From an optimization exercise on the open Yosys and OpenROAD flow, aimed at small area; shortcuts taken in it are not production practice.
In this exercise RTL edits were held to simulation tests only and were not proved equivalent to the original.
No activity file was given, so power comes from the tool's default toggle rates.

<file path="flow/run.sh">
#!/bin/bash
# synth_recipe.tcl (not shown) runs the flow's synth.tcl, then flattens the netlist and writes it again
# the make line also repeats each setting of config.mk as NAME=value (left out here)
make -C /OpenROAD-flow-scripts/flow DESIGN_CONFIG=/design/flow/config.mk WORK_HOME=/design/flow/orfs CLKGATE_MAP_FILE= SYNTH_SCRIPT=/design/flow/synth_recipe.tcl finish
</file>
<file path="flow/config.mk">
export PLATFORM = sky130hd
export DESIGN_NAME = coherent_dcache
export DESIGN_NICKNAME = coherent_dcache
export VERILOG_FILES = /design/flow/design.v
export SDC_FILE = /design/flow/constraint.sdc
export NUM_CORES = 4
export LEC_CHECK = 0
export CAP_MARGIN = 0
export CORE_MARGIN = 2
export CORE_UTILIZATION = 65
export CTS_BUF_LIST = sky130_fd_sc_hd__clkbuf_4
export SLEW_MARGIN = 0
</file>
<file path="flow/constraint.sdc">
create_clock -name core_clock -period 10.0 [get_ports {CLK}]
set_input_delay 2.0000 -clock core_clock [delete_from_list [all_inputs] [get_ports {CLK}]]
set_output_delay 2.0000 -clock core_clock [all_outputs]
set_load 0.01 [all_outputs]
</file>
<file path="flow/design.v">
module coherent_dcache #(
   parameter int SETS  = 16,
   parameter int CPUID = 0
) (
   input  logic        CLK,
   input  logic        nRST,
   input  logic        dmemREN,
   input  logic        dmemWEN,
   input  logic [31:0] dmemaddr,
   input  logic [31:0] dmemstore,
   input  logic        halt,
   output logic [31:0] dmemload,
   output logic        dhit,
   output logic        flushed,
   output logic        dREN,
   output logic        dWEN,
   output logic [31:0] daddr,
   output logic [31:0] dstore,
   input  logic [31:0] dload,
   input  logic        dwait,
   output logic        cctrans,
   output logic        ccwrite,
   input  logic        ccwait,
   input  logic        ccinv,
   input  logic [31:0] ccsnoopaddr
);
   localparam int IW = $clog2(SETS);
   localparam logic [2:0] K_IDLE = 3'd0, K_WB = 3'd1, K_FILL = 3'd2, K_SNP = 3'd3,
                          K_FLUSH = 3'd4, K_FWB = 3'd5, K_DONE = 3'd6;
   logic [2:0]    kind_q, kind_d;
   logic          ph_q, ph_d;
   logic [IW-1:0] flush_idx_q, flush_idx_d;
   logic [24:0]   tag_q  [SETS];
   logic [31:0]   data_q [2*SETS];
   logic          v_q    [SETS];
   logic          m_q    [SETS];
   logic          idle_like, snoop_ok, use_snp, use_flush, xfer;
   logic [IW-1:0] rd_idx;
   logic          rd_off;
   logic [24:0]   rd_tag, cmp_tag;
   logic [31:0]   rd_word;
   logic          rd_v, rd_m, hit;
   logic          unused_bits;
   logic          st_we, st_v, st_m, d_we;
   logic [31:0]   d_wdata;
   assign idle_like = (kind_q == K_IDLE) || (kind_q == K_FLUSH) || (kind_q == K_DONE);
   assign snoop_ok  = ccwait && idle_like;
   assign use_snp   = snoop_ok || (kind_q == K_SNP);
   assign use_flush = (kind_q == K_FLUSH) || (kind_q == K_FWB);
   assign xfer      = (kind_q == K_WB) || (kind_q == K_FWB) || (kind_q == K_FILL) ||
                      (kind_q == K_SNP);
   assign rd_idx  = use_snp ? ccsnoopaddr[6:3] : use_flush ? flush_idx_q : dmemaddr[6:3];
   assign rd_off  = xfer ? ph_q : dmemaddr[2];
   logic [SETS-1:0]   fsel;
   logic [2*SETS-1:0] wsel;
   always_comb begin
      rd_tag  = '0;
      rd_v    = 1'b0;
      rd_m    = 1'b0;
      rd_word = '0;
      for (int i = 0; i < SETS; i++) begin
         fsel[i]     = (rd_idx == IW'(i));
         wsel[2*i]   = fsel[i] && !rd_off;
         wsel[2*i+1] = fsel[i] && rd_off;
         rd_tag = rd_tag | ({25{fsel[i]}} & tag_q[i]);
         rd_v   = rd_v | (fsel[i] & v_q[i]);
         rd_m   = rd_m | (fsel[i] & m_q[i]);
      end
      for (int k = 0; k < 2*SETS; k++) rd_word = rd_word | ({32{wsel[k]}} & data_q[k]);
   end
   assign cmp_tag = snoop_ok ? ccsnoopaddr[31:7] : dmemaddr[31:7];
   assign hit     = rd_v && (rd_tag == cmp_tag);
   assign flushed  = (kind_q == K_DONE);
   assign dmemload = rd_word;
   assign unused_bits = ^{dmemaddr[1:0], ccsnoopaddr[2:0], 32'(CPUID)};
   always_comb begin
      kind_d      = kind_q;
      ph_d        = ph_q;
      flush_idx_d = flush_idx_q;
      dhit        = 1'b0;
      dREN        = 1'b0;
      dWEN        = 1'b0;
      daddr       = 32'h0;
      dstore      = 32'h0;
      cctrans     = 1'b0;
      ccwrite     = 1'b0;
      st_we       = 1'b0;
      st_v        = 1'b0;
      st_m        = 1'b0;
      d_we        = 1'b0;
      d_wdata     = dload;
      if (snoop_ok) begin
         if (hit && rd_m) begin
            cctrans = 1'b1;
            kind_d  = K_SNP;
            ph_d    = 1'b0;
         end else if (hit && ccinv) begin
            st_we = 1'b1;
         end
      end else begin
         case (kind_q)
            K_IDLE: begin
               if (halt) begin
                  kind_d = K_FLUSH;
               end else if (dmemREN && hit) begin
                  dhit = 1'b1;
               end else if (dmemWEN && hit && rd_m) begin
                  dhit    = 1'b1;
                  d_we    = 1'b1;
                  d_wdata = dmemstore;
               end else if (dmemREN || dmemWEN) begin
                  ph_d = 1'b0;
                  if (!hit && rd_m) begin
                     kind_d = K_WB;
                  end else begin
                     st_we  = 1'b1;
                     kind_d = K_FILL;
                  end
               end
            end
            K_WB, K_FWB: begin
               dWEN   = 1'b1;
               daddr  = {rd_tag, rd_idx, rd_off, 2'b00};
               dstore = rd_word;
               if (!dwait) begin
                  ph_d = ~ph_q;
                  if (ph_q) begin
                     st_we  = 1'b1;
                     kind_d = (kind_q == K_WB) ? K_FILL : K_FLUSH;
                  end
               end
            end
            K_FILL: begin
               dREN    = 1'b1;
               cctrans = 1'b1;
               ccwrite = dmemWEN;
               daddr   = {dmemaddr[31:7], rd_idx, rd_off, 2'b00};
               if (!dwait) begin
                  d_we = 1'b1;
                  ph_d = ~ph_q;
                  if (ph_q) begin
                     st_we  = 1'b1;
                     st_v   = 1'b1;
                     st_m   = dmemWEN;
                     kind_d = K_IDLE;
                  end
               end
            end
            K_SNP: begin
               cctrans = 1'b1;
               daddr   = {rd_tag, rd_idx, rd_off, 2'b00};
               dstore  = rd_word;
               if (!dwait) begin
                  ph_d = ~ph_q;
                  if (ph_q) begin
                     st_we  = 1'b1;
                     st_v   = ~ccinv;
                     kind_d = K_IDLE;
                  end
               end
            end
            K_FLUSH: begin
               if (rd_m) begin
                  kind_d = K_FWB;
                  ph_d   = 1'b0;
               end else if (flush_idx_q == IW'(SETS - 1)) begin
                  kind_d = K_DONE;
               end else begin
                  flush_idx_d = flush_idx_q + {{(IW-1){1'b0}}, 1'b1};
               end
            end
            K_DONE: ;
            default: kind_d = K_IDLE;
         endcase
      end
   end
   always_ff @(posedge CLK or negedge nRST) begin
      if (!nRST) begin
         kind_q      <= K_IDLE;
         ph_q        <= 1'b0;
         flush_idx_q <= '0;
      end else begin
         kind_q      <= kind_d;
         ph_q        <= ph_d;
         flush_idx_q <= flush_idx_d;
      end
   end
   always_ff @(posedge CLK or negedge nRST) begin
      if (!nRST) begin
         for (int i = 0; i < SETS; i++) begin
            v_q[i] <= 1'b0;
            m_q[i] <= 1'b0;
         end
      end else if (st_we) begin
         v_q[rd_idx] <= st_v;
         m_q[rd_idx] <= st_m;
      end
   end
   always_ff @(posedge CLK) begin
      if (d_we) begin
         data_q[{rd_idx, rd_off}] <= d_wdata;
         if (rd_off) tag_q[rd_idx] <= dmemaddr[31:7];
      end
   end
endmodule
</file>
==> reports/metrics.yaml, run 1 <==
detailed_routing:
  drtAntennaViolNets: 0
  wl_um: 193000
  wire_per_inst_um: 35.1
  first_pass_iters: 9
  drcViolationCount: 0
  drtIter0Drc: 6693
  vias: 39600
  via_per_inst: 7.20
critical_path:
  arrival_ps: 7720
  cp_slowest_stage_delay_ps: 720
  path_cells: "clkdlybuf4s50_1 -> and2b_1 -> mux2i_2 -> o22ai_1 -> and4_2 -> buf_4 -> buf_4 -> a22oi_1 -> o2111ai_1 -> or4b_2 -> xnor2_1 -> nor4_2 -> buf_4 -> nand2_1 -> or4_4 -> inv_1 -> clkdlybuf4s50_1"
  end_kind: "output port"
  required_ps: 8000
  critical-path-top-delay-family: "simple AND/OR/NAND/NOR gates"
  path_class: "in -> out"
  critPathBufInv: 6
  cp_common_cell: "buf_4"
  cp_slowest_cell: "or4b_2"
  crit_path_start_kind: "input pin"
  critPathMaxFanout: 11
logic_synthesis:
  ys_top_cells_by_area: "edfxtp_1, a22oi_1, nand2_1, dfrtp_1, a221oi_1"
  post-synth-top-count-cell: "edfxtp_1"
  yosys-top-cells-count: "edfxtp_1, nand2_1, a22oi_1, a21oi_1, clkbuf_1"
  synthDistinctLibCells: 92
  synth_area_per_cell_um2: 16.4
  yosys.area.top_type: "edfxtp_1"
  yosys_warnings: 3
  synthFlopType: "edfxtp_1"
  syn-cell-area_um2: 56800
  syn_inst: 3467
  ys_seq_elements: 1464
  yosysTopAreaCellShare_pct: 75.3
  ys_seq_area_share_pct: 77.1
  synth-edff-count: 1424
  async_flop_share_pct: 2.73
floorplan:
  io_pins: 238
  initial_core_util_pct: 65.5
  die_area_um2: 89700
  rows: 108
  die_w_um: 299
  die_height_um: 299
  coreArea_um2: 86600
clock_network:
  cts_max_level: 5
  cts_inserted_buffers: 366
  cts.sinks: 1464
  cts_tree: "done"
  cts.clk_slew.worst_paths_ps: 60
  root_buffer: "clkbuf_4"
  postCtsSetupBuffers: 0
  clockBufferDepth: 4
  clkLatencyLatePin_ps: 1290
timing:
  finalHoldViolations: 0
  setup_ws_ps: 284
  rsz0062_at_grt: "no"
  period_share_pct: 97.2
  tightest_slew_ps: 1310
  period_minus_slack_ps: 9720
  setup_tns_ps: 0
  max_freq_mhz: 103
  maxSlewHeadroom_pct: 12.7
  maxSlewViolCount: 0
  skew_ps: 126
  setup_viol: 0
final_layout:
  area_growth_pct: 17.3
  layout.nets: 4237
  drive_gt1_share_pct: 21.8
flow_run:
  maxCapViolations: 0
placed_design:
  gp_congestion: 0.901
  port_buffers: 230
  dp_hpwl_um: 114000
  place_ws_ps: 108
status:
  status: "timing/DRC/antenna clean"
global_route:
  grt_overflow: 0
  grtUsageTotal_pct: 43.1
  antenna_found_initial: 4
  grt_max_degree: 80
  grt_pass1_vias: 38900
  grt_pass1_wl_um: 270000
pwr:
  vdd_drop_max_mv: 0.291
  p_leak_uw: 0.0220
  powerDensity_nw_per_um2: 300
worst_hold_path:
  hp-class: "reg -> reg"
[sequential cells by signal, indices dropped and copies added (netlist names)]
register	cells
ph_q	1
data_q	1024
flush_idx_q	4
kind_q	3
tag_q	400
m_q	16
v_q	16
[routing by layer]
layer / routed length, um / GRT usage [%] / vias up / share of wire [%]
met5: 60 / 0 / - / 0.031
met4: 14400 / 28.3 / 4 / 7.5
met3: 28700 / 11.8 / 810 / 15
met2: 88600 / 67.0 / 3719 / 46
met1: 61200 / 54.0 / 19300 / 32
li1: - / - / 15700 / -
[what timing repair did]
item	in CTS	in global routing
endpoints found under the setup margin	0	2
resized for setup	0	2
hold buffers	0	0
[report_power, final]
part,internal [uW],leakage [uW],switching (uW)
sequential,6930,0.0133,98.1
combinational,2850,0.00603,5240
clock,2530,0.00264,2300
[layout by cell type (no fill, tap or decap), types with 17 or more instances in the layout]
cell and n:
clkinv_1 60, nor2_2 27, a22o_1 91, mux2_1 24
or3_1 17, nor3_1 20, o22ai_1 29, a31oi_1 22
edfxtp_1 1424, nor2_1 67, nand4_1 66, o21ai_0 35
and2_1 26, nor3_2 49, nand2_1 294, nand3_1 57
xnor2_1 19, buf_4 228, mux2i_1 79, o2bb2ai_1 23
a222oi_1 76, a22oi_1 225, clkbuf_4 528, a221oi_1 104
a221o_1 21, clkdlybuf4s50_1 229, a21oi_1 158, dfrtp_1 40
mux2_2 33
[per-stage QoR]
step | utilization, % | area, um^2 | power, uW | hold WS [ps] | instances
6_report | 76.8 | 66500 | 19900 | 498 | 5497
5_1_grt | 76.8 | 66500 | 20500 | 515 | 5495
4_1_cts | 76.8 | 66500 | 19700 | 499 | 5494
3_5_place_dp | 71.7 | 62100 | 15000 | 485 | 4887
3_3_place_gp | 71.7 | 62100 | 14900 | 470 | 4887
2_1_floorplan | - | 56800 | 11100 | 448 | 3468
[path summary, 6_finish.rpt]
check | from | endpoint | slack, ps | cells past startpoint
worst min register to register | v_q[9] | v_q[9] | 500 | 1
worst max register to register | kind_q[0] | data_q[8][25] | 2680 | 17
worst max-delay path | ccwait | dhit | 280 | 17
min in group asynchronous | nRST | m_q[1] | 920 | 1
max in group asynchronous | nRST | v_q[8] | 8400 | 1
worst min-delay path | v_q[9] | v_q[9] | 500 | 1
[cell type report]
class | instances | area [um^2]
diodes | 3 | 7.51
flip-flops and latches | 1464 | 43800
repair buffers | 474 | 4330
fillers | 5110 | 20100
well taps | 1155 | 1450
multi-input cells | 1782 | 12500
inverters | 12 | 45.0
clock inverters | 79 | 449
clock buffers | 528 | 3960
[logic make-up after synthesis]
| logic type | synth area share [%] |
|---|---|
| DFF | 77.1 |
| AOI/OAI and AO/OA | 12.2 |
| and+or+nand+nor | 6.02 |
| buffers and inverters | 1.63 |
| muxes | 2.59 |
| xor gates and xnor gates | 0.417 |
| adders and majority gates | 0.0220 |
| other | 0.00661 |
==> run 2: changes to the inputs <==
--- a/flow/config.mk
+++ b/flow/config.mk
@@ -6,7 +6,6 @@
 export NUM_CORES = 4
 export LEC_CHECK = 0
-export CAP_MARGIN = 0
+export CAP_MARGIN = 20
 export CORE_MARGIN = 2
-export CORE_UTILIZATION = 65
-export CTS_BUF_LIST = sky130_fd_sc_hd__clkbuf_4
-export SLEW_MARGIN = 0
+export CORE_UTILIZATION = 40
+export SLEW_MARGIN = 20
==> reports/metrics.yaml, run 2 <==
timing:
  skew_ps: 63.2  # -63.3 ps
  setup_ws_ps: 130  # -153 ps
  setup_viol: 0  # unchanged
  max_freq_mhz: 101  # -1.6%
  period_share_pct: 98.7  # +1.5 points
  rsz0062_at_grt: "no"
  maxSlewViolCount: 0  # unchanged
  period_minus_slack_ps: 9870  # +153 ps
  maxSlewHeadroom_pct: 21.4  # +8.8 points
  tightest_slew_ps: 1170  # -139 ps
  setup_tns_ps: 0  # unchanged
  finalHoldViolations: 0  # unchanged
  timing.hold.ws_ps: 493  # -4.82 ps
clock_network:
  cts_max_level: 4  # -1
  clockBufferDepth: 3  # -1
  hold_buffers: 0  # unchanged
  cts.sinks: 1464  # unchanged
  post_cts_resized: 0  # unchanged
  clkLatencyLatePin_ps: 800  # -490 ps
  cts.clk_slew.worst_paths_ps: 60  # about the same
  root_buffer: "clkbuf_16"
  cts_tree: "done"
  postCtsSetupBuffers: 0  # unchanged
  cts_inserted_buffers: 152  # -58%
global_route:
  antenna_found_initial: 8  # +4
  grt_overflow: 0  # unchanged
  grt_pass1_vias: 35400  # -8.9%
  grtUsageTotal_pct: 26.9  # -16 points
  grt_pass1_wl_um: 276000  # +2.2%
  grt_max_degree: 54  # -33%
floorplan:
  coreArea_um2: 141000  # +63%
  io_pins: 238  # unchanged
  die_w_um: 381  # +27%
  rows: 138  # +28%
  die_area_um2: 145000  # +62%
  die_height_um: 381  # +27%
  initial_core_util_pct: 40.2  # -25 points
logic_synthesis:
  yosys-top-cells-count: "edfxtp_1, nand2_1, a22oi_1, a21oi_1, clkbuf_1"
  post-synth-top-count-cell: "edfxtp_1"
  ys_seq_area_share_pct: 77.1  # unchanged
  syn-cell-area_um2: 56800  # unchanged
  ys_seq_elements: 1464  # unchanged
  yosysTopAreaCellShare_pct: 75.3  # unchanged
  syn_inst: 3467  # unchanged
  synth-edff-count: 1424  # unchanged
  yosys.area.top_type: "edfxtp_1"
  ys_top_cells_by_area: "edfxtp_1, a22oi_1, nand2_1, dfrtp_1, a221oi_1"
  synthDistinctLibCells: 92  # unchanged
  yosys_warnings: 3  # unchanged
  synthFlopType: "edfxtp_1"
  async_flop_share_pct: 2.73  # unchanged
  synth_area_per_cell_um2: 16.4  # unchanged
detailed_routing:
  wire_per_inst_um: 33.7  # -3.9%
  drtAntennaViolNets: 0  # unchanged
  drtIter0Drc: 5869  # -12%
  via_per_inst: 6.36  # -12%
  vias: 37700  # -4.7%
  drcViolationCount: 0  # unchanged
  first_pass_iters: 6  # -3
  wl_um: 200000  # +3.7%
critical_path:
  rr_endpoint: "data_q[28][14]"
  cp-endpoint: "cctrans"
  path_class: "in -> out"
  required_ps: 8000  # about the same
  arrival_ps: 7870  # +150 ps
  r2r_start: "kind_q[1]"
  crit_path_start_kind: "input pin"
  end_kind: "output port"
  rr_worst_depth: 17  # unchanged
  critPathMaxFanout: 6  # -5
  worstSetupStartpoint: "ccwait"
  r2r_slack_ps: 2200  # -480 ps
pwr:
  p_leak_uw: 0.0218  # -0.75%
  vdd_drop_max_mv: 0.204  # -30%
  powerDensity_nw_per_um2: 306  # +2.2%
  total_power_uw: 20800  # +4.5%
final_layout:
  top_register: "data_q"
  drive_gt1_share_pct: 15.9  # -5.9 points
  final_cell_mix: "edfxtp_1, nand2_1, buf_4, clkdlybuf4s50_1, a22oi_1"
  largest_reg_flops: 1024  # unchanged
  area_growth_pct: 19.9
  layout.nets: 4069  # -4.0%
  layout_commonest_cell: "edfxtp_1"
  fill_cells: 12000  # +130%
  stdcell_count: 5934  # +7.9%
  top_regs: "data_q: 1024 flops, tag_q: 400 flops"
placed_design:
  dp_hpwl_um: 121000  # +6.2%
  gp_congestion: 0.915  # +1.6%
  place_ws_ps: 232  # +124 ps
  port_buffers: 230  # unchanged
  placedCellCount: 5668  # +16%
worst_hold_path:
  hold_depth: 1  # unchanged
  hp-class: "reg -> reg"
flow_run:
  maxCapViolations: 0  # unchanged
status:
  status: "timing/DRC/antenna clean"
## run 2: logic make-up after synthesis
group / Yosys count / synth area share (%)
AOI/OAI and AO/OA: 909 / 12.2
adders and majority gates: 1 / 0.0220
buffers and inverters: 222 / 1.63
muxes: 138 / 2.59
other: 1 / 0.00661
DFF: 1464 / 77.1
xor gates and xnor gates: 27 / 0.417
and+or+nand+nor: 705 / 6.02
## run 2: worst min path at each step
stage	startpoint	to	slack [ps]
final	m_q[5]	m_q[5]	490
after global routing	m_q[14]	m_q[14]	500
after CTS	m_q[3]	m_q[3]	490
after detailed placement	m_q[3]	m_q[3]	470
after global placement	m_q[13]	m_q[13]	470
after floorplan	m_q[13]	m_q[13]	450
## run 2: power breakdown
part	total [uW]	switching (uW)	internal, uW	leakage [uW]
clock network	5420	2380	3050	0.00226
registers	7020	94.3	6930	0.0133
logic	8390	5440	2960	0.00624
## run 2: metal layers
layer	track usage, %	up-vias	share of wire, %
met2	42.2	2742	46
li1	-	15200	-
met3	6.35	414	12
met5	0	-	0.019
met1	36.7	19400	38
met4	9.79	6	3.9
## run 2: per-stage QoR
step	utilization [%]	instance area, um^2
5_1_grt	48.2	68100
6_report	48.2	68100
4_1_cts	48.2	68100
3_5_place_dp	44.9	63400
2_1_floorplan	-	56800
3_3_place_gp	44.9	63400
## run 2: area by class of cell
cell class              instances  area, um^2  area share (%)
multi-input cells            1782       12500            18.4
clock buffers                 195        4010            5.89
clock inverters                69         657           0.965
well taps                    1890        2360            3.47
repair buffers                520        4690            6.89
flip-flops and latches       1464       43800            64.3
diodes                          2        5.00         0.00735
inverters                      12        45.0          0.0662
## run 2: worst max-delay path: stages
cell and delay (ps):
clkdlybuf4s50_1 540, nand2b_1 130, buf_4 180, o211ai_1 410, o22ai_1 320, nor4_2 760
buf_4 330, a32oi_1 100, o221ai_1 160, a211o_1 240, xor2_1 420, nand4_1 150
or4_1 730, nor4b_1 490, a21o_1 310, clkdlybuf4s50_1 580
==> run 3: changes to the inputs <==
--- a/flow/design.v
+++ b/flow/design.v
@@ -42,4 +42,5 @@
    logic          rd_v, rd_m, hit;
    logic          unused_bits;
+   logic          rd_den, tag_we;
    logic          st_we, st_v, st_m, d_we;
    logic [31:0]   d_wdata;
@@ -61,16 +62,18 @@
       for (int i = 0; i < SETS; i++) begin
          fsel[i]     = (rd_idx == IW'(i));
-         wsel[2*i]   = fsel[i] && !rd_off;
-         wsel[2*i+1] = fsel[i] && rd_off;
+         wsel[2*i]   = fsel[i] && rd_den && !rd_off;
+         wsel[2*i+1] = fsel[i] && rd_den && rd_off;
          rd_tag = rd_tag | ({25{fsel[i]}} & tag_q[i]);
          rd_v   = rd_v | (fsel[i] & v_q[i]);
-         rd_m   = rd_m | (fsel[i] & m_q[i]);
+         rd_m   = rd_m | (fsel[i] & v_q[i] & m_q[i]);
       end
       for (int k = 0; k < 2*SETS; k++) rd_word = rd_word | ({32{wsel[k]}} & data_q[k]);
    end
+   assign rd_den  = !snoop_ok && (kind_q != K_FILL);
    assign cmp_tag = snoop_ok ? ccsnoopaddr[31:7] : dmemaddr[31:7];
    assign hit     = rd_v && (rd_tag == cmp_tag);
    assign flushed  = (kind_q == K_DONE);
    assign dmemload = rd_word;
+   assign dstore   = rd_word;
    assign unused_bits = ^{dmemaddr[1:0], ccsnoopaddr[2:0], 32'(CPUID)};
    always_comb begin
@@ -82,5 +85,4 @@
       dWEN        = 1'b0;
       daddr       = 32'h0;
-      dstore      = 32'h0;
       cctrans     = 1'b0;
       ccwrite     = 1'b0;
@@ -90,4 +92,5 @@
       d_we        = 1'b0;
       d_wdata     = dload;
+      tag_we      = 1'b0;
       if (snoop_ok) begin
          if (hit && rd_m) begin
@@ -115,4 +118,5 @@
                   end else begin
                      st_we  = 1'b1;
+                     tag_we = 1'b1;
                      kind_d = K_FILL;
                   end
@@ -122,9 +126,9 @@
                dWEN   = 1'b1;
                daddr  = {rd_tag, rd_idx, rd_off, 2'b00};
-               dstore = rd_word;
                if (!dwait) begin
                   ph_d = ~ph_q;
                   if (ph_q) begin
                      st_we  = 1'b1;
+                     tag_we = (kind_q == K_WB);
                      kind_d = (kind_q == K_WB) ? K_FILL : K_FLUSH;
                   end
@@ -135,5 +139,5 @@
                cctrans = 1'b1;
                ccwrite = dmemWEN;
-               daddr   = {dmemaddr[31:7], rd_idx, rd_off, 2'b00};
+               daddr   = {rd_tag, rd_idx, rd_off, 2'b00};
                if (!dwait) begin
                   d_we = 1'b1;
@@ -150,5 +154,4 @@
                cctrans = 1'b1;
                daddr   = {rd_tag, rd_idx, rd_off, 2'b00};
-               dstore  = rd_word;
                if (!dwait) begin
                   ph_d = ~ph_q;
@@ -188,18 +191,15 @@
    always_ff @(posedge CLK or negedge nRST) begin
       if (!nRST) begin
-         for (int i = 0; i < SETS; i++) begin
-            v_q[i] <= 1'b0;
-            m_q[i] <= 1'b0;
-         end
+         for (int i = 0; i < SETS; i++) v_q[i] <= 1'b0;
       end else if (st_we) begin
          v_q[rd_idx] <= st_v;
-         m_q[rd_idx] <= st_m;
       end
    end
    always_ff @(posedge CLK) begin
-      if (d_we) begin
-         data_q[{rd_idx, rd_off}] <= d_wdata;
-         if (rd_off) tag_q[rd_idx] <= dmemaddr[31:7];
-      end
+      if (st_we) m_q[rd_idx] <= st_m;
+   end
+   always_ff @(posedge CLK) begin
+      if (d_we) data_q[{rd_idx, rd_off}] <= d_wdata;
+      if (tag_we) tag_q[rd_idx] <= dmemaddr[31:7];
    end
 endmodule
==> flow/flow/run.sh (new file) <==
#!/bin/bash
# The standard layout, with three changes to how it is made:
#  - synthesis maps logic with an area-only ABC script (no buffering or
#    upsizing for delay; the placer's and CTS's repair size what timing needs).
#    Registers are mapped by the unchanged standard script, before ABC.
#  - port buffers are buf_2 cells instead of the default delay-buffer cells.
#  - the clock tree uses clkbuf_8 sink clusters and no dummy loads.
set -euo pipefail
rm -rf scripts_area
cp -r "$FLOW_HOME/scripts" scripts_area
printf 'strash\ndch\nmap -a\ntopo\n' > scripts_area/abc_area.script
SCRIPTS_DIR="$PWD/scripts_area" bash standard.sh synth > synth.log 2>&1
export BUFFER_PORTS_ARGS="-buffer_cell sky130_fd_sc_hd__buf_2"
export CTS_ARGS="-sink_clustering_enable -repair_clock_nets -dont_use_dummy_load -buf_list sky130_fd_sc_hd__clkbuf_8 -sink_clustering_size 16 -sink_clustering_max_diameter 60"
bash standard.sh > layout.log 2>&1
==> flow/standard.sh (new file) <==
#!/bin/bash
# synth_recipe.tcl (not shown) runs the flow's synth.tcl, then flattens the netlist and writes it again
# the make line also repeats each setting of config.mk as NAME=value (left out here)
make -C /OpenROAD-flow-scripts/flow DESIGN_CONFIG=/design/flow/config.mk WORK_HOME=/design/flow/orfs CLKGATE_MAP_FILE= SYNTH_SCRIPT=/design/flow/synth_recipe.tcl "${@:-finish}"
--- a/flow/config.mk
+++ b/flow/config.mk
@@ -6,6 +6,7 @@
 export NUM_CORES = 4
 export LEC_CHECK = 0
-export CAP_MARGIN = 20
+export ABC_AREA = 1
+export CAP_MARGIN = 10
 export CORE_MARGIN = 2
-export CORE_UTILIZATION = 40
-export SLEW_MARGIN = 20
+export CORE_UTILIZATION = 65
+export SLEW_MARGIN = 10
removed: flow/run.sh
==> reports/metrics.yaml, run 3 <==
status:
  status: "timing/DRC/antenna clean"
logic_synthesis:
  yosys-top-cells-count: "edfxtp_1, nand2_1, a22oi_1, a221oi_1, nor2_1"
  async_flop_share_pct: 1.64  # -1.1 points
  yosysTopAreaCellShare_pct: 79.7  # +4.4 points
  yosys_warnings: 2  # -1
  ys_seq_area_share_pct: 80.8  # +3.7 points
  yosys.area.top_type: "edfxtp_1"
  syn_inst: 3279  # -5.4%
  synth-edff-count: 1440  # +1.1%
  post-synth-top-count-cell: "edfxtp_1"
  ys_top_cells_by_area: "edfxtp_1, nand2_1, a221oi_1, a22oi_1, nand4_1"
  synthFlopType: "edfxtp_1"
  ys_seq_elements: 1464  # unchanged
  synth_area_per_cell_um2: 16.5  # +1.1%
  synthDistinctLibCells: 36  # -61%
  syn-cell-area_um2: 54300  # -4.4%
clock_network:
  post_cts_resized: 0  # unchanged
  hold_buffers: 0  # unchanged
  clockBufferDepth: 3  # unchanged
  cts.clk_slew.worst_paths_ps: 90  # +30 ps
  cts.sinks: 1464  # unchanged
  cts_max_level: 3  # -1
  clkLatencyLatePin_ps: 770  # -30 ps
  postCtsSetupBuffers: 0  # unchanged
  cts_inserted_buffers: 104  # -32%
  root_buffer: "clkbuf_8"
  cts_tree: "done"
critical_path:
  critPathBufInv: 12  # +8
  critPathMaxFanout: 19  # +13
  end_kind: "output port"
  cp_slowest_stage_delay_ps: 430  # -330 ps
  rr_worst_depth: 34  # +17
  cp.depth: 33  # +17
  cp-endpoint: "dstore[24]"
  crit_path_start_kind: "input pin"
  r2r_start: "kind_q[1]"
  critical-path-top-delay-family: "compound AO/OA/AOI/OAI gates"
  r2r_slack_ps: 2050  # -150 ps
  cp_slowest_cell: "a221oi_1"
  arrival_ps: 7440  # -430 ps
  rr_endpoint: "data_q[11][2]"
  path_class: "in -> out"
  required_ps: 8000  # about the same
  worstSetupStartpoint: "ccwait"
pwr:
  total_power_uw: 14600  # -30%
  powerDensity_nw_per_um2: 244  # -20%
  vdd_drop_max_mv: 0.201  # -1.7%
  p_leak_uw: 0.0192  # -12%
detailed_routing:
  drcViolationCount: 0  # unchanged
  wire_per_inst_um: 29.0  # -14%
  via_per_inst: 6.73  # +5.8%
  wl_um: 139000  # -30%
  drtIter0Drc: 3642  # -38%
  drtAntennaViolNets: 0  # unchanged
  vias: 32300  # -14%
  first_pass_iters: 6  # unchanged
floorplan:
  die_height_um: 293  # -23%
  rows: 105  # -24%
  coreArea_um2: 82400  # -42%
  die_area_um2: 85800  # -41%
  die_w_um: 293  # -23%
  initial_core_util_pct: 65.9  # +26 points
  io_pins: 238  # unchanged
final_layout:
  final_cell_mix: "edfxtp_1, nand2_1, buf_2, a22oi_1, a221oi_1"
  top_register: "data_q"
  area_growth_pct: 10.1
  largest_reg_flops: 1024  # unchanged
  drive_gt1_share_pct: 18.4  # +2.5 points
  layout_commonest_cell: "edfxtp_1"
  postLayoutCoreUtil_pct: 72.5  # +24 points
  final_area_um2: 59700  # -12%
  top_regs: "data_q: 1024 flops, tag_q: 400 flops"
  stdcell_count: 4803  # -19%
  layout.nets: 3870  # -4.9%
timing:
  period_minus_slack_ps: 9440  # -427 ps
  period_share_pct: 94.4  # -4.3 points
  setup_viol: 0  # unchanged
  tightest_slew_ps: 1310  # +147 ps
  maxSlewHeadroom_pct: 11.9  # -9.5 points
  timing.hold.ws_ps: 494  # +1.37 ps
  skew_ps: 89.3  # +26.1 ps
  finalHoldViolations: 0  # unchanged
  rsz0062_at_grt: "no"
  maxSlewViolCount: 0  # unchanged
  max_freq_mhz: 106  # +4.5%
global_route:
  antenna_found_initial: 2  # -6
  grt_overflow: 0  # unchanged
  grt_max_degree: 33  # -39%
  grt_pass1_vias: 32400  # -8.6%
  grtUsageTotal_pct: 32.7  # +5.8 points
  grt_pass1_wl_um: 204000  # -26%
placed_design:
  gp_congestion: 0.857  # -6.4%
  dp_hpwl_um: 81400  # -33%
  port_buffers: 230  # unchanged
  placedCellCount: 4697  # -17%
  dpl-instance-area_um2: 58200  # -8.1%
worst_hold_path:
  hp-class: "reg -> reg"
flow_run:
  maxCapViolations: 0  # unchanged
run 3: cell count changes after synthesis, moves of 91 or more:
| cell | previous run | this run |
|---|---|---|
| clkbuf_1 | 128 | 0 |
| a22o_1 | 91 | 0 |
| nand2_1 | 294 | 576 |
| clkinv_1 | 0 | 91 |
| a21oi_1 | 160 | 29 |
| a221oi_1 | 104 | 197 |
run 3: final cells by class:
| class | count | area (um^2) |
|---|---|---|
| Sequential cell | 1464 | 43800 |
| Timing Repair Buffer | 381 | 2430 |
| Inverter | 91 | 342 |
| Antenna cell | 2 | 5.00 |
| Fill cell | 5141 | 22700 |
| Clock buffer | 104 | 1430 |
| Multi-Input combinational cell | 1691 | 10300 |
| Tap cell | 1070 | 1340 |
run 3: worst register-to-register path, delay by kind of cell (launching register included):
kind                      cells  cell delay, ps
xor gates and xnor gates      1             210
DFF                           1             400
AOI/OAI and AO/OA             5             580
buffers and inverters        13            2780
and+or+nand+nor              15            3600
run 3: cell families after synthesis:
kind of cell,after synthesis,share of synthesized area (%)
AOI/OAI and AO/OA,557,8.16
xor gates and xnor gates,15,0.242
adders and majority gates,1,0.0231
buffers and inverters,125,1.10
DFF,1464,80.8
muxes,57,1.13
other,1,0.00691
and+or+nand+nor,1059,8.52
run 3: routing by layer:
metal  share of wire, %  routed length [um]  track usage [%]
met2                 51               70500             55.8
met4                4.0                5540             12.1
met3                8.9               12400             4.75
met5                  0                   0                0
met1                 36               50800             43.4
run 3: worst min-delay path by stage:
stage                     slack (ps)      startpoint        endpoint  depth (start not counted)
final                            490            ph_q            ph_q                          1
after global routing             530  flush_idx_q[3]  flush_idx_q[3]                          1
after floorplan                  450            ph_q            ph_q                          1
after detailed placement         480            ph_q            ph_q                          1
after CTS                        490            ph_q            ph_q                          1
after global placement           470            ph_q            ph_q                          1
run 3: stage by stage:
step           TNS [ps]  setup slack (ps)
6_report              0               557
5_1_grt               0              61.3
4_1_cts               0               353
3_5_place_dp          0               393
3_3_place_gp          0               424
2_1_floorplan    -21160              -159
run 3: report_power, final:
| part | internal, uW | total [uW] | leakage, uW | switching [uW] |
|---|---|---|---|---|
| clock | 929 | 2650 | 0.000748 | 1720 |
| sequential | 6980 | 7060 | 0.0133 | 74.5 |
| combinational | 1680 | 4870 | 0.00521 | 3190 |
| total | 9590 | 14600 | 0.0192 | 4990 |
==> run 4: changes to the inputs <==
--- a/flow/design.v
+++ b/flow/design.v
@@ -32,5 +32,4 @@
    logic [IW-1:0] flush_idx_q, flush_idx_d;
    logic [24:0]   tag_q  [SETS];
-   logic [31:0]   data_q [2*SETS];
    logic          v_q    [SETS];
    logic          m_q    [SETS];
@@ -53,20 +52,45 @@
    assign rd_idx  = use_snp ? ccsnoopaddr[6:3] : use_flush ? flush_idx_q : dmemaddr[6:3];
    assign rd_off  = xfer ? ph_q : dmemaddr[2];
-   logic [SETS-1:0]   fsel;
-   logic [2*SETS-1:0] wsel;
+   logic [SETS-1:0]   fsel_n;
+   logic [2*SETS-1:0] wsel_n;
+   logic [31:0]       data_n_q [2*SETS];
+   logic              grp;
    always_comb begin
-      rd_tag  = '0;
-      rd_v    = 1'b0;
-      rd_m    = 1'b0;
-      rd_word = '0;
       for (int i = 0; i < SETS; i++) begin
-         fsel[i]     = (rd_idx == IW'(i));
-         wsel[2*i]   = fsel[i] && rd_den && !rd_off;
-         wsel[2*i+1] = fsel[i] && rd_den && rd_off;
-         rd_tag = rd_tag | ({25{fsel[i]}} & tag_q[i]);
-         rd_v   = rd_v | (fsel[i] & v_q[i]);
-         rd_m   = rd_m | (fsel[i] & v_q[i] & m_q[i]);
-      end
-      for (int k = 0; k < 2*SETS; k++) rd_word = rd_word | ({32{wsel[k]}} & data_q[k]);
+         fsel_n[i]     = (rd_idx != IW'(i));
+         wsel_n[2*i]   = !((rd_idx == IW'(i)) && rd_den && !rd_off);
+         wsel_n[2*i+1] = !((rd_idx == IW'(i)) && rd_den && rd_off);
+      end
+      for (int b = 0; b < 25; b++) begin
+         rd_tag[b] = 1'b1;
+         for (int g = 0; g < SETS; g += 8) begin
+            grp = 1'b0;
+            for (int p = g; p < g + 8; p += 2)
+               grp = grp | !((fsel_n[p] | tag_q[p][b]) & (fsel_n[p+1] | tag_q[p+1][b]));
+            rd_tag[b] = rd_tag[b] & !grp;
+         end
+      end
+      rd_v = 1'b1;
+      rd_m = 1'b1;
+      for (int g = 0; g < SETS; g += 8) begin
+         grp = 1'b0;
+         for (int p = g; p < g + 8; p += 2)
+            grp = grp | !((fsel_n[p] | v_q[p]) & (fsel_n[p+1] | v_q[p+1]));
+         rd_v = rd_v & !grp;
+         grp = 1'b0;
+         for (int p = g; p < g + 8; p += 2)
+            grp = grp | !((fsel_n[p] | (v_q[p] & m_q[p])) & (fsel_n[p+1] | (v_q[p+1] & m_q[p+1])));
+         rd_m = rd_m & !grp;
+      end
+      for (int b = 0; b < 32; b++) begin
+         rd_word[b] = 1'b1;
+         for (int g = 0; g < 2*SETS; g += 8) begin
+            grp = 1'b0;
+            for (int p = g; p < g + 8; p += 2)
+               grp = grp | !((wsel_n[p] | data_n_q[p][b]) & (wsel_n[p+1] | data_n_q[p+1][b]));
+            rd_word[b] = rd_word[b] & !grp;
+         end
+         rd_word[b] = !rd_word[b];
+      end
    end
    assign rd_den  = !snoop_ok && (kind_q != K_FILL);
@@ -200,5 +224,5 @@
    end
    always_ff @(posedge CLK) begin
-      if (d_we) data_q[{rd_idx, rd_off}] <= d_wdata;
+      if (d_we) data_n_q[{rd_idx, rd_off}] <= ~d_wdata;
       if (tag_we) tag_q[rd_idx] <= dmemaddr[31:7];
    end
==> flow/flow/run.sh (replaced) <==
#!/bin/bash
# The standard layout, with three changes to how it is made:
#  - synthesis maps logic with an area-only ABC script (two rounds of choice
#    computation and amap; no buffering or upsizing for delay: the placer's and
#    the later repair steps size what timing needs). Registers are mapped by
#    the unchanged standard script, before ABC.
#  - port buffers are buf_1 cells instead of the default delay-buffer cells.
#  - the clock tree uses clkbuf_8 sink clusters and no dummy loads.
set -euo pipefail
rm -rf scripts_area
cp -r "$FLOW_HOME/scripts" scripts_area
printf 'strash\ndch\namap -F 3 -A 8\nstrash\ndch -f\namap -m -F 3 -A 8\ntopo\n' > scripts_area/abc_area.script
SCRIPTS_DIR="$PWD/scripts_area" bash standard.sh synth > synth.log 2>&1
export BUFFER_PORTS_ARGS="-buffer_cell sky130_fd_sc_hd__buf_1"
export CTS_ARGS="-sink_clustering_enable -repair_clock_nets -dont_use_dummy_load -buf_list sky130_fd_sc_hd__clkbuf_8 -sink_clustering_size 16 -sink_clustering_max_diameter 60"
bash standard.sh > layout.log 2>&1
--- a/flow/config.mk
+++ b/flow/config.mk
@@ -10,3 +10,5 @@
 export CORE_MARGIN = 2
 export CORE_UTILIZATION = 65
+export PLACE_DENSITY = 0.9
+export SETUP_SLACK_MARGIN = 0.4
 export SLEW_MARGIN = 10
==> reports/metrics.yaml, run 4 <==
worst_hold_path:
  hp-class: "reg -> reg"
final_layout:
  fill_cells: 4282  # -17%
  layout_commonest_cell: "edfxtp_1"
  area_growth_pct: 9.97  # about the same
  final_area_um2: 57600  # -3.5%
  register_area_um2: 43800  # unchanged
  layout.nets: 3456  # -11%
  largest_reg_flops: 1024  # unchanged
  drive_gt1_share_pct: 11.0  # -7.4 points
  final_cell_mix: "edfxtp_1, o22ai_1, buf_1, nor4_1, clkbuf_8"
  top_regs: "data_n_q: 1024 flops, tag_q: 400 flops"
  stdcell_count: 4380  # -8.8%
  multi_input_area_um2: 9160  # -11%
  top_register: "data_n_q"
logic_synthesis:
  async_flop_share_pct: 1.64  # unchanged
  yosys-top-cells-count: "edfxtp_1, o22ai_1, nor4_1, nor2_1, a21oi_1"
  synthFlopType: "edfxtp_1"
  synth-xor-area-share_pct: 0.0167  # -0.23 points
  synth-edff-count: 1440  # unchanged
  post-synth-top-count-cell: "edfxtp_1"
  yosys.area.top_type: "edfxtp_1"
  synth.area.mux_share_pct: 0.0215  # -1.1 points
  syn_inst: 2906  # -11%
  synth_area_per_cell_um2: 18.0  # +9.0%
  synthAdderAreaFrac_pct: 0.0239  # +0.00081 points
  synthSimpleGateAreaFrac_pct: 5.28  # -3.2 points
  synthDistinctLibCells: 35  # -2.8%
  yosys_warnings: 2  # unchanged
  synth_compound_area_share_pct: 10.3  # +2.2 points
  ys_top_cells_by_area: "edfxtp_1, o22ai_1, nor4_1, dfrtp_1, nor2_1"
  syn-cell-area_um2: 52400  # -3.4%
  synth_top_family_by_area: "compound AO/OA/AOI/OAI gates"
  ys_seq_elements: 1464  # unchanged
  yosysTopAreaCellShare_pct: 82.5  # +2.8 points
  ys_seq_area_share_pct: 83.7  # +2.8 points
clock_network:
  root_buffer: "clkbuf_8"
  cts.clk_slew.worst_paths_ps: 90  # about the same
  clockBufferDepth: 3  # unchanged
  cts_tree: "done"
  cts.sinks: 1464  # unchanged
  clkLatencyLatePin_ps: 830  # +60 ps
  cts_inserted_buffers: 102  # -1.9%
  hold_buffers: 0  # unchanged
  cts_max_level: 3  # unchanged
floorplan:
  coreArea_um2: 80200  # -2.7%
  die_w_um: 288  # -1.7%
  die_area_um2: 82900  # -3.3%
  die_height_um: 288  # -1.7%
  io_pins: 238  # unchanged
  initial_core_util_pct: 65.4  # -0.48 points
  rows: 104  # -0.95%
critical_path:
  path_class: "in -> out"
  required_ps: 8000  # about the same
  end_kind: "output port"
  arrival_ps: 7630  # +190 ps
  crit_path_start_kind: "input pin"
  critPathMaxFanout: 13  # -6
timing:
  period_minus_slack_ps: 9630  # +190 ps
  setup_tns_ps: 0  # unchanged
  tightest_slew_ps: 1320  # +7.17 ps
  period_share_pct: 96.3  # +1.9 points
  timing.hold.ws_ps: 541  # +46.2 ps
  max_freq_mhz: 104  # -2.0%
  maxSlewHeadroom_pct: 11.9  # about the same
  skew_ps: 131  # +42.1 ps
  setup_viol: 0  # unchanged
  maxSlewViolCount: 0  # unchanged
  finalHoldViolations: 0  # unchanged
  rsz0062_at_grt: "yes"
global_route:
  grt_pass1_vias: 33800  # +4.4%
  grtUsageTotal_pct: 37.3  # +4.6 points
  grt_overflow: 0  # unchanged
  grt_max_degree: 34  # +3.0%
  grt_pass1_wl_um: 219000  # +7.3%
  antenna_found_initial: 4  # +2
detailed_routing:
  vias: 34900  # +8.0%
  drtAntennaViolNets: 0  # unchanged
  drtIter0Drc: 7429  # +100%
  wire_per_inst_um: 36.4  # +26%
  drcViolationCount: 0  # unchanged
  first_pass_iters: 9  # +3
  wl_um: 160000  # +15%
  via_per_inst: 7.97  # +18%
placed_design:
  dpl-instance-area_um2: 55700  # -4.3%
  port_buffers: 230  # unchanged
  gp_congestion: 0.945  # +10%
  dp_hpwl_um: 83100  # +2.1%
  placedCellCount: 4247  # -9.6%
status:
  status: "timing/DRC/antenna clean"
pwr:
  p_leak_uw: 0.0172  # -11%
  powerDensity_nw_per_um2: 249  # +2.0%
  vdd_drop_max_mv: 0.298  # +49%
flow_run:
  maxCapViolations: 0  # unchanged
run 4: cell count changes after synthesis, moves of 65 or more:
cell,before,now
o22ai_1,0,750
nand2_1,576,36
a22oi_1,229,1
a221oi_1,197,0
nor4_1,5,172
nand3_1,104,8
nand4_1,128,42
clkinv_1,91,26
run 4: cell families (layout without fill, tap and decap cells):
| family | Yosys count | in the layout |
|---|---|---|
| compound gates | 866 | 866 |
| xor+xnor | 1 | 1 |
| fa+ha+maj | 1 | 1 |
| buf+inv | 60 | 467 |
| flops | 1464 | 1464 |
| mux | 1 | 1 |
| other cells | 1 | 5 |
| simple gates | 512 | 515 |
run 4: critical path: stages:
cell        delay, ps
buf_1             200
nand3_2           130
o21ai_2           190
clkinvlp_4        300
buf_4             210
o22ai_4           220
buf_4             170
or2_4             210
or3_4             350
buf_4             310
o22ai_1           120
nor4_1            460
a21oi_1           180
or4_1             540
or4_1             560
or3_1             510
or3_1             430
o21a_1            160
nor3_2            220
buf_1             180
run 4: worst paths after layout:
path / from / slack, ps / endpoint / cells after the start
setup / recovery: ccwait / 370 / dhit / 20
hold / removal: flush_idx_q[3] / 540 / flush_idx_q[3] / 1
setup reg to reg: kind_q[1] / 960 / data_n_q[14][29] / 21
hold reg to reg: flush_idx_q[3] / 540 / flush_idx_q[3] / 1
max in group asynchronous: nRST / 8500 / ph_q / 2
min in group asynchronous: nRST / 1240 / v_q[9] / 2
run 4: power by group:
group	switching [uW]	leakage, uW	internal (uW)
Clock	1760	0.000733	911
Sequential	85.8	0.0132	6960
Combinational	3350	0.00319	1290
Total	5200	0.0172	9160
run 4: stage by stage:
stage          setup slack [ps]  power (uW)  util (%)
2_1_floorplan               244        9700         -
6_report                    368       14400      71.9
5_1_grt                     235       14600      71.9
3_5_place_dp                224       11400      69.5
4_1_cts                     418       13900      71.4
3_3_place_gp                529       11200      69.5
run 4: layer usage:
layer	global-route usage [%]	up-vias	part of all wire (%)
li1	-	13300	-
met1	47.4	16300	29
met2	56.7	4380	46
met3	12.0	934	18
met4	22.4	0	7.3
met5	0	-	0
run 4: cell type report:
cell class                 instances  area share [%]
inverter                          26           0.198
multi-input combinational       1386            15.9
timing repair buffer             339            3.09
sequential                      1464            76.1
antenna                            3          0.0130
clock buffer                     102            2.44
tap                             1060            2.30
run 4: timing repair:
action / CTS / global route
setup endpoints to repair: 1 / 2
setup buffers: 2 / 22
pin swaps: 0 / 9
resized for setup: 9 / 27
gates cloned: 0 / 3
==> run 5: changes to the inputs <==
--- a/flow/config.mk
+++ b/flow/config.mk
@@ -11,4 +11,4 @@
 export CORE_UTILIZATION = 65
 export PLACE_DENSITY = 0.9
-export SETUP_SLACK_MARGIN = 0.4
+export SETUP_SLACK_MARGIN = 0.2
 export SLEW_MARGIN = 10
==> reports/metrics.yaml, run 5 <==
critical_path:
  critPathMaxFanout: 14  # +1
  rr_worst_depth: 22  # +4.8%
  required_ps: 8000  # about the same
  path_cells: "buf_1 -> nand3_2 -> o21ai_2 -> inv_2 -> o22ai_2 -> or2_0 -> or3_2 -> buf_4 -> o22ai_1 -> nor4_2 -> a21oi_1 -> or3_1 -> or4_1 -> or4_1 -> nor4_1 -> buf_4 -> nand2_1 -> o21ai_0 -> buf_1"
  rr_endpoint: "data_n_q[19][9]"
  r2r_slack_ps: 990  # +30 ps
  cp_slowest_cell: "or4_1"
  cp_slowest_stage_delay_ps: 680  # +120 ps
  arrival_ps: 7650  # +20 ps
  r2r_start: "kind_q[1]"
  crit_path_start_kind: "input pin"
  end_kind: "output port"
  path_class: "in -> out"
placed_design:
  place_ws_ps: -363  # -587 ps
  port_buffers: 230  # unchanged
  gp_congestion: 1.00  # +5.9%
  dp_hpwl_um: 83700  # +0.69%
timing:
  maxSlewViolCount: 0  # unchanged
  setup_ws_ps: 351  # -16.4 ps
  setup_viol: 0  # unchanged
  finalHoldViolations: 0  # unchanged
  period_minus_slack_ps: 9650  # +16.4 ps
  maxSlewHeadroom_pct: 9.84  # -2.1 points
  period_share_pct: 96.5  # +0.16 points
  skew_ps: 183  # +52.0 ps
  rsz0062_at_grt: "no"
  tightest_slew_ps: 1350  # +30.8 ps
  max_freq_mhz: 104  # -0.17%
logic_synthesis:
  yosysTopAreaCellShare_pct: 82.5  # unchanged
  ys_top_cells_by_area: "edfxtp_1, o22ai_1, nor4_1, dfrtp_1, nor2_1"
  syn_inst: 2906  # unchanged
  synthDistinctLibCells: 35  # unchanged
  post-synth-top-count-cell: "edfxtp_1"
  synthFlopType: "edfxtp_1"
  ys_seq_elements: 1464  # unchanged
  yosys-top-cells-count: "edfxtp_1, o22ai_1, nor4_1, nor2_1, a21oi_1"
  syn-cell-area_um2: 52400  # unchanged
  async_flop_share_pct: 1.64  # unchanged
  synth-edff-count: 1440  # unchanged
  ys_seq_area_share_pct: 83.7  # unchanged
  yosys.area.top_type: "edfxtp_1"
  synth_area_per_cell_um2: 18.0  # unchanged
  yosys_warnings: 2  # unchanged
pwr:
  power.internal_uw: 9080  # -0.84%
  power.switching_uw: 5100  # -1.9%
  power_frac_seq_pct: 49.7  # +0.6 points
  p_leak_uw: 0.0171  # -0.26%
  vdd_drop_max_mv: 0.322  # +8.0%
  p_comb_share_pct: 31.6  # -0.7 points
  p_sw_share_pct: 36.0  # -0.25 points
  powerDensity_nw_per_um2: 247  # -0.85%
  pwr-share-clk_pct: 18.7  # about the same
clock_network:
  cts_inserted_buffers: 103  # +0.98%
  hold_buffers: 0  # unchanged
  clockBufferDepth: 3  # unchanged
  cts_tree: "done"
  cts_max_level: 3  # unchanged
  post_cts_resized: 4  # -5
  cts.clk_slew.worst_paths_ps: 50  # -40 ps
  root_buffer: "clkbuf_8"
  postCtsSetupBuffers: 0  # -2
  clkLatencyLatePin_ps: 840  # about the same
  cts.sinks: 1464  # unchanged
final_layout:
  area_growth_pct: 9.56
  top_regs: "data_n_q: 1024 flops, tag_q: 400 flops"
  drive_gt1_share_pct: 10.8  # -0.28 points
  layout.nets: 3458  # +0.058%
  postLayoutCoreUtil_pct: 71.6  # -0.27 points
  top_register: "data_n_q"
  layout_commonest_cell: "edfxtp_1"
  fill_cells: 4252  # -0.70%
  final_cell_mix: "edfxtp_1, o22ai_1, buf_1, nor4_1, buf_4"
  largest_reg_flops: 1024  # unchanged
detailed_routing:
  via_per_inst: 7.88  # -1.1%
  drtAntennaViolNets: 0  # unchanged
  wl_um: 155000  # -2.9%
  drtIter0Drc: 6907  # -7.0%
  vias: 34600  # -0.99%
  wire_per_inst_um: 35.3  # -3.0%
  first_pass_iters: 10  # +1
  drcViolationCount: 0  # unchanged
global_route:
  grt_overflow: 0  # unchanged
  antenna_found_initial: 5  # +1
  grt_pass1_wl_um: 217000  # -0.78%
  grt_pass1_vias: 34000  # +0.48%
  grtUsageTotal_pct: 36.8  # -0.45 points
  grt_max_degree: 34  # unchanged
floorplan:
  initial_core_util_pct: 65.4  # unchanged
  die_area_um2: 82900  # unchanged
  die_height_um: 288  # unchanged
  die_w_um: 288  # unchanged
  io_pins: 238  # unchanged
  rows: 104  # unchanged
  coreArea_um2: 80200  # unchanged
worst_hold_path:
  hp-class: "reg -> reg"
  holdPathEnd: "flush_idx_q[3]"
  min-delay-start: "flush_idx_q[3]"
  hold_depth: 1  # unchanged
flow_run:
  maxCapViolations: 0  # unchanged
status:
  status: "timing/DRC/antenna clean"
run 5: critical path, delay by kind of cell:
kind                   cells  cell delay, ps
buffers and inverters      5            1120
and+or+nand+nor            9            3350
AOI/OAI and AO/OA          5            1130
run 5: layer usage:
metal | vias up | GRT usage, % | share of wire (%)
met5 | - | 0 | 0.041
met4 | 6 | 22.8 | 7.5
met3 | 968 | 10.6 | 17
met2 | 4151 | 57.9 | 46
met1 | 16200 | 45.6 | 29
li1 | 13300 | - | -
run 5: per-stage QoR:
step           hold WS (ps)  total power, uW  TNS, ps  instance area [um^2]  instances
2_1_floorplan           480             9690        0                 52600       2907
3_3_place_gp            503            11200        0                 55900       4275
3_5_place_dp            515            11400   -67850                 55900       4275
4_1_cts                 526            13900        0                 57300       4378
5_1_grt                 538            14500        0                 57400       4382
6_report                529            14200        0                 57400       4383
run 5: how the worst max path moves through the flow:
stage | startpoint | endpoint | slack, ps | cells after the start
2_1_floorplan | ccwait | data_n_q[0][0] | 5 | 17
5_1_grt | ccwait | dhit | 300 | 22
6_report | ccwait | cctrans | 350 | 19
3_3_place_gp | ccwait | data_n_q[21][9] | 260 | 19
3_5_place_dp | ccwait | data_n_q[17][9] | -360 | 22
4_1_cts | ccwait | dhit | 60 | 21
run 5: layout make-up:
cell class	count	area, um^2	area share, %
well taps	1060	1330	2.31
multi-input cells	1383	8930	15.6
repair buffers	343	1790	3.12
diodes	4	10.0	0.0174
clock buffers	103	1420	2.47
flip-flops and latches	1464	43800	76.4
inverters	26	103	0.179
run 5: cells by family (layout without fill, tap and decap cells):
kind of cell	Yosys count	count (layout)	share of synthesized area, %
DFF	1464	1464	83.7
AOI/OAI and AO/OA	866	866	10.3
and+or+nand+nor	512	512	5.28
buffers and inverters	60	472	0.673
adders and majority gates	1	1	0.0239
other	1	6	0.00716
xor gates and xnor gates	1	1	0.0167
muxes	1	1	0.0215
run 5: power groups by stage:
stage	Clock (uW)	Combinational, uW	Sequential (uW)
2_1_floorplan	0	2540	7150
3_3_place_gp	0	4050	7150
3_5_place_dp	0	4220	7170
4_1_cts	2600	4260	7030
5_1_grt	2780	4640	7050
6_report	2660	4480	7040
==> run 6: changes to the inputs <==
--- a/flow/config.mk
+++ b/flow/config.mk
@@ -9,6 +9,6 @@
 export CAP_MARGIN = 10
 export CORE_MARGIN = 2
-export CORE_UTILIZATION = 65
+export CORE_UTILIZATION = 75
 export PLACE_DENSITY = 0.9
-export SETUP_SLACK_MARGIN = 0.2
+export SETUP_SLACK_MARGIN = 0.3
 export SLEW_MARGIN = 10
==> reports/metrics.yaml, run 6 <==
pwr:
  p_leak_uw: 0.0171  # about the same
  powerDensity_nw_per_um2: 248  # +0.48%
  vdd_drop_max_mv: 0.199  # -38%
worst_hold_path:
  min-delay-start: "flush_idx_q[3]"
  hp-class: "reg -> reg"
  holdPathEnd: "flush_idx_q[3]"
  hold_depth: 1  # unchanged
placed_design:
  dpl-instance-area_um2: 55600  # -0.41%
  port_buffers: 230  # unchanged
  dp_hpwl_um: 83300  # -0.49%
  gp_congestion: 0.922  # -7.8%
critical_path:
  path_cells: "buf_1 -> nand3_2 -> o21ai_2 -> clkinv_2 -> o22ai_4 -> or2_1 -> or3_4 -> o22ai_1 -> nor4_1 -> a21oi_1 -> or4_1 -> or4_1 -> or3_1 -> or3_1 -> o21a_1 -> nor3_1 -> buf_1"
  path_class: "in -> out"
  required_ps: 8000  # about the same
  arrival_ps: 7640  # about the same
  critPathBufInv: 3  # -2
  r2r_slack_ps: 1610  # +620 ps
  critPathMaxFanout: 17  # +3
  end_kind: "output port"
  crit_path_start_kind: "input pin"
  cp_slowest_cell: "nor4_1"
  critical-path-top-delay-family: "simple AND/OR/NAND/NOR gates"
  rr_worst_depth: 18  # -18%
  rr_endpoint: "data_n_q[28][12]"
  cp_slowest_stage_delay_ps: 680  # about the same
  r2r_start: "kind_q[1]"
global_route:
  grt_overflow: 0  # unchanged
  grt_pass1_wl_um: 225000  # +3.4%
  grt_pass1_vias: 34700  # +1.9%
  grt_max_degree: 34  # unchanged
  grtUsageTotal_pct: 44.7  # +7.9 points
  antenna_found_initial: 3  # -2
final_layout:
  top_register: "data_n_q"
  final_cell_mix: "edfxtp_1, o22ai_1, buf_1, nor4_1, clkbuf_8"
  final_area_um2: 57300  # -0.24%
  fill_cells: 2893  # -32%
  area_growth_pct: 9.30
  layout.nets: 3448  # -0.29%
  drive_gt1_share_pct: 10.5  # -0.30 points
  top_regs: "data_n_q: 1024 flops, tag_q: 400 flops"
  layout_commonest_cell: "edfxtp_1"
  largest_reg_flops: 1024  # unchanged
clock_network:
  hold_buffers: 0  # unchanged
  clkLatencyLatePin_ps: 790  # -50 ps
  cts.sinks: 1464  # unchanged
  clockBufferDepth: 3  # unchanged
  root_buffer: "clkbuf_8"
  cts_tree: "done"
  cts_max_level: 3  # unchanged
  cts_inserted_buffers: 102  # -0.97%
  cts.clk_slew.worst_paths_ps: 100  # +50 ps
logic_synthesis:
  ys_seq_elements: 1464  # unchanged
  ys_top_cells_by_area: "edfxtp_1, o22ai_1, nor4_1, dfrtp_1, nor2_1"
  synth_area_per_cell_um2: 18.0  # unchanged
  yosysTopAreaCellShare_pct: 82.5  # unchanged
  post-synth-top-count-cell: "edfxtp_1"
  yosys.area.top_type: "edfxtp_1"
  synthFlopType: "edfxtp_1"
  synth-edff-count: 1440  # unchanged
  synthDistinctLibCells: 35  # unchanged
  yosys_warnings: 2  # unchanged
  syn-cell-area_um2: 52400  # unchanged
  yosys-top-cells-count: "edfxtp_1, o22ai_1, nor4_1, nor2_1, a21oi_1"
  async_flop_share_pct: 1.64  # unchanged
  ys_seq_area_share_pct: 83.7  # unchanged
  syn_inst: 2906  # unchanged
timing:
  maxSlewHeadroom_pct: 5.87  # -4.0 points
  tightest_slew_ps: 1410  # +59.5 ps
  period_share_pct: 96.4  # about the same
  skew_ps: 121  # -62.7 ps
  period_minus_slack_ps: 9640  # -4.91 ps
  setup_tns_ps: 0  # unchanged
  maxSlewViolCount: 0  # unchanged
  finalHoldViolations: 0  # unchanged
  rsz0062_at_grt: "no"
  max_freq_mhz: 104  # about the same
  setup_viol: 0  # unchanged
floorplan:
  die_w_um: 268  # -6.8%
  rows: 96  # -7.7%
  die_height_um: 268  # -6.8%
  coreArea_um2: 68900  # -14%
  io_pins: 238  # unchanged
  die_area_um2: 72000  # -13%
  initial_core_util_pct: 76.0  # +11 points
detailed_routing:
  via_per_inst: 8.32  # +5.6%
  first_pass_iters: 13  # +3
  drcViolationCount: 0  # unchanged
  wl_um: 161000  # +3.9%
  vias: 35300  # +2.2%
  drtAntennaViolNets: 0  # unchanged
  drtIter0Drc: 7146  # +3.5%
  wire_per_inst_um: 37.9  # +7.3%
status:
  status: "timing/DRC/antenna clean"
flow_run:
  maxCapViolations: 0  # unchanged
## run 6: worst max path at each step
stage / from / end / slack [ps] / cells past startpoint
after floorplan: ccwait / data_n_q[0][0] / 110 / 17
after global placement: ccwait / dhit / 280 / 20
after detailed placement: ccwait / dhit / 120 / 20
after CTS: ccwait / dhit / 500 / 19
after global routing: ccwait / dhit / 200 / 17
final: ccwait / dhit / 360 / 17
## run 6: through the flow
step / instances / hold slack, ps / util (%) / power (uW) / setup WS, ps
finish: 4243 / 558 / 83.1 / 14200 / 356
global route: 4242 / 604 / 83.1 / 14500 / 196
CTS: 4236 / 552 / 82.9 / 13900 / 502
detailed placement: 4128 / 530 / 80.7 / 11300 / 123
global placement: 4127 / 517 / 80.7 / 11100 / 284
floorplan: 2907 / 480 / - / 9690 / 107
## run 6: final cells by class
type | instances | area, um^2 | share of cell area, %
inverter | 26 | 106 | 0.186
timing repair buffer | 331 | 1820 | 3.18
multi-input combinational | 1386 | 8940 | 15.6
tap | 931 | 1160 | 2.03
sequential | 1464 | 43800 | 76.5
clock buffer | 102 | 1400 | 2.45
antenna | 3 | 7.51 | 0.0131
## run 6: cell families after synthesis
kind of cell / after synthesis / share of synthesized area (%)
mux: 1 / 0.0215
fa+ha+maj: 1 / 0.0239
buf+inv: 60 / 0.673
simple gates: 512 / 5.28
xor+xnor: 1 / 0.0167
flops: 1464 / 83.7
compound gates: 866 / 10.3
other cells: 1 / 0.00716
## run 6: power breakdown
part	switching (uW)	internal (uW)	leakage (uW)	total, uW
combinational	3270	1220	0.00315	4490
clock	1770	912	0.000733	2680
sequential	84.3	6960	0.0132	7040
## run 6: repair_timing
action                                  CTS  global route
cloned                                    3             0
pin swaps                                 5             2
resized for setup                        17             5
endpoints found under the hold margin     0             0
buffers inserted                          3             3
endpoints found under the setup margin    1             1
## run 6: layer usage
layer / part of all wire, % / vias to the layer above / GRT usage, %
met1: 28 / 16300 / 55.8
met3: 18 / 1132 / 15.1
met2: 45 / 4611 / 68.1
li1: - / 13200 / -
met5: 0.0075 / - / 0
met4: 8.4 / 2 / 29.0

static timing again, ports no longer ideal:
How much do the figures lean on ideal ports? The routed layouts below were timed once more, with nothing changed but the port constraints.
Step 1, drivers: a clkbuf_16 drives CLK and a buf_2 each remaining input, both assumed.
Step 2 moves the port delays by t, midway between the first and last clock arrival at a register: inputs arrive t later, outputs are due t later. That takes back most of the time a late clock gives input paths.
Three values: ideal ports, drivers, drivers and shift; two values: the first two.
run | t, ns | setup WS [ns] | clock arrival spread, ns
run 1 | 1.301 | 0.284 / 0.261 / 0.261 | 0.129 / 0.128
run 2 | 0.850 | 0.130 / 0.053 / 0.053 | 0.063 / 0.064
run 3 | 0.786 | 0.557 / 0.533 / 0.533 | 0.090 / 0.089
run 4 | 0.833 | 0.368 / 0.344 / 0.015 | 0.140 / 0.140
run 5 | 0.819 | 0.351 / 0.318 / -0.082 | 0.184 / 0.183
run 6 | 0.797 | 0.356 / 0.329 / 0.329 | 0.120 / 0.121
Met with ideal ports but missed after step 2: setup timing in run 5. For run 5, which loses most, drivers alone change the setup slack by -0.033 ns; drivers and shift together by -0.433 ns.
